What follows belongs to an exercise in optimizing a design on an open flow for small area, a short achievable clock period and few clock cycles per item; a production flow would make more cautious choices. Only simulation tests tie the RTL to the original design; equivalence was not proved.

==> v7: inputs <==
Design calendar_date_difference, start of the top module:
module calendar_date_difference (
  input  logic                           clk_i,
  input  logic                           rst_ni,
  input  logic                           in_valid_i,
  output logic                           in_ready_o,
  input  logic [cdd_pkg::YEAR_W-1:0]     first_year_i,
  input  logic [cdd_pkg::MONTH_W-1:0]    first_month_i,
  input  logic [cdd_pkg::DAY_W-1:0]      first_day_i,
  input  logic [cdd_pkg::YEAR_W-1:0]     second_year_i,
  input  logic [cdd_pkg::MONTH_W-1:0]    second_month_i,
  input  logic [cdd_pkg::DAY_W-1:0]      second_day_i,
  output logic                           out_valid_o,
  input  logic                           out_ready_i,
  output logic [cdd_pkg::DIFF_W-1:0]     day_difference_o
);
export LEC_CHECK = 0
export CAP_MARGIN = 20
export CORE_MARGIN = 2
export CORE_UTILIZATION = 40
export SETUP_SLACK_MARGIN = 2.4
export SLEW_MARGIN = 20
create_clock -name core_clock -period 7.0 [get_ports {clk_i}]
standard.sh (not shown) runs the stock make flow with config.mk's settings and CLKGATE_MAP_FILE= SYNTH_SCRIPT=/design/flow/synth_recipe.tcl, a recipe that flattens the netlist after the stock synthesis.
==> flow/flow/run.sh <==
#!/bin/bash
# Layout flow: the standard flow (standard.sh) with two changes:
# - the buffers that buffer_ports puts on every input and output port are
#   sky130_fd_sc_hd__buf_2 instead of the cell OpenROAD picks by default;
# - Yosys's synth skips its quick internal ABC pass (SYNTH_ARGS=-noabc), so
#   the full adders written in the RTL reach extract_fa as written; the
#   technology mapping ABC pass after it runs as usual.
set -euo pipefail
export BUFFER_PORTS_ARGS="-buffer_cell sky130_fd_sc_hd__buf_2"
export SYNTH_ARGS="-noabc"
bash standard.sh finish > standard_flow.log 2>&1
==> v16: changes against v7 <==
- SETUP_SLACK_MARGIN: 2.4 -> 2.6
==> results.txt <==
Sequential share of layout area: v16 is lower than v7 (1.0 points). Synthesized cell count is the same in v7 and v16. v7 completed without violations. v16 completed with no timing, DRC or antenna violations. Between v16 and v7, the lower critical path depth is in v16 (gap 1). First-iteration DRC count: v16 is smaller than v7 (11%). In v7 the hold slack is better than in v16, by 0.0024 ns. In die area, v16 and v7 do not differ.
==> figures <==
| quantity | v7 | v16 |
|---|---|---|
| Status | no timing/DRC/antenna violations | no timing/DRC/antenna violations |
| Signal arrival time at the worst endpoint | 3.04 ns | 2.92 ns |
| Portion of the layout cell area used by clock cells | 0.0235 | 0.0225 |
| Detailed-routed wire length on met2 | 10400 um | 10800 um |
| Iter 0 DRT Violations | 510 | 454 |
| Layout-to-synthesis area ratio | 1.100x | 1.149x |
| First element of the critical path | cs_q[35] | cs_q[32] |
| Critical path depth | 12 | 11 |
| Routed wire length per instance | 14.6 um | 14.9 um |
| Post-Route Hold Slack | 0.474 ns | 0.471 ns |
| Wl on met1 | 10900 um | 11000 um |
| Maximum fanout count along the critical path | 6 | 26 |
| Routed wl met3 | 773 um | 772 um |
| Cell depth of the worst flop-to-flop path | 11 | 10 |
Testbench counts of v7, summed over its fixed seeds: cycles 24,016, items 24,000.
Testbench counts of v16, summed over its fixed seeds: cycles 24,016, items 24,000.

==> build 98: inputs <==
calendar_date_difference, a different RTL version from the one above (not shown whole).
clock: 7.0 ns
lec_check: 0
cap_margin: 20
core_margin: 2
core_utilization: 40
setup_slack_margin: 2.4
slew_margin: 20
==> flow/flow/run.sh <==
#!/bin/bash
# Layout flow: the standard flow (standard.sh) with two changes:
# - the buffers that buffer_ports puts on every input and output port are
#   sky130_fd_sc_hd__buf_1 instead of the cell OpenROAD picks by default;
# - Yosys's synth skips its quick internal ABC pass (SYNTH_ARGS=-noabc), so
#   the full adders written in the RTL reach extract_fa as written; the
#   technology mapping ABC pass after it runs as usual.
set -euo pipefail
export BUFFER_PORTS_ARGS="-buffer_cell sky130_fd_sc_hd__buf_1"
export SYNTH_ARGS="-noabc"
bash standard.sh finish > standard_flow.log 2>&1
==> trial 76 (differences from build 98) <==
--- a/flow/flow/run.sh
+++ b/flow/flow/run.sh
@@ -3,3 +3,3 @@
 # - the buffers that buffer_ports puts on every input and output port are
-#   sky130_fd_sc_hd__buf_1 instead of the cell OpenROAD picks by default;
+#   sky130_fd_sc_hd__buf_2 instead of the cell OpenROAD picks by default;
 # - Yosys's synth skips its quick internal ABC pass (SYNTH_ARGS=-noabc), so
@@ -8,3 +8,3 @@
 set -euo pipefail
-export BUFFER_PORTS_ARGS="-buffer_cell sky130_fd_sc_hd__buf_1"
+export BUFFER_PORTS_ARGS="-buffer_cell sky130_fd_sc_hd__buf_2"
 export SYNTH_ARGS="-noabc"
--- a/flow/config.mk
+++ b/flow/config.mk
@@ -7,3 +7,3 @@
 export LEC_CHECK = 0
-export CAP_MARGIN = 20
+export CAP_MARGIN = 0
 export CORE_MARGIN = 2
@@ -11,2 +11,2 @@
 export SETUP_SLACK_MARGIN = 2.4
-export SLEW_MARGIN = 20
+export SLEW_MARGIN = 0
==> comparison <==
Of trial 76 and build 98, trial 76 has the higher final area (gap about 0.4%, measured against build 98). Of build 98 and trial 76, build 98 has the higher maximum frequency (gap 0.39%, measured against trial 76). Against build 98, the first-iteration DRC count of trial 76 is smaller by 4.1%. Synthesized area is the same in trial 76 and build 98.
Testbench counts of build 98, summed over its fixed seeds: cycles 24,016, items 24,000.
Testbench counts of trial 76, summed over its fixed seeds: cycles 24,016, items 24,000.

==> static timing again, ports no longer ideal <==
In the flow no input, the clock included, has a driving cell. The finished layouts below were timed again as built, in two steps.
Step 1 sets driving cells, clkbuf_16 on the clock port and buf_2 on the other inputs (assumed; they add their load-dependent delay and slew).
Step 2 also shifts input and output timing later by t, the mid clock arrival at the registers, as if the neighbouring blocks saw the same clock.
Three values: ideal ports, drivers, drivers and shift; two values: the first two.
run | t (ns) | slack for setup (ns) | hold WS [ns] | slew at the worst register clock pin (ns) | worst data-port slew with drivers (ns)
v7 | 0.388 | 2.560 / 2.518 / 2.207 | 0.474 / 0.474 / 0.474 | 0.07 / 0.07 | 0.03
v16 | 0.389 | 2.677 / 2.637 / 2.330 | 0.471 / 0.471 / 0.471 | 0.07 / 0.07 | 0.04
build 98 | 0.389 | 2.575 / 2.534 / 2.242 | 0.467 / 0.467 / 0.467 | 0.07 / 0.07 | 0.03
trial 76 | 0.390 | 2.558 / 2.521 / 2.194 | 0.470 / 0.470 / 0.470 | 0.07 / 0.07 | 0.03
After both steps setup and hold are still met in every run listed. For trial 76, which loses most, drivers alone change the setup slack by -0.037 ns; drivers and shift together by -0.364 ns.
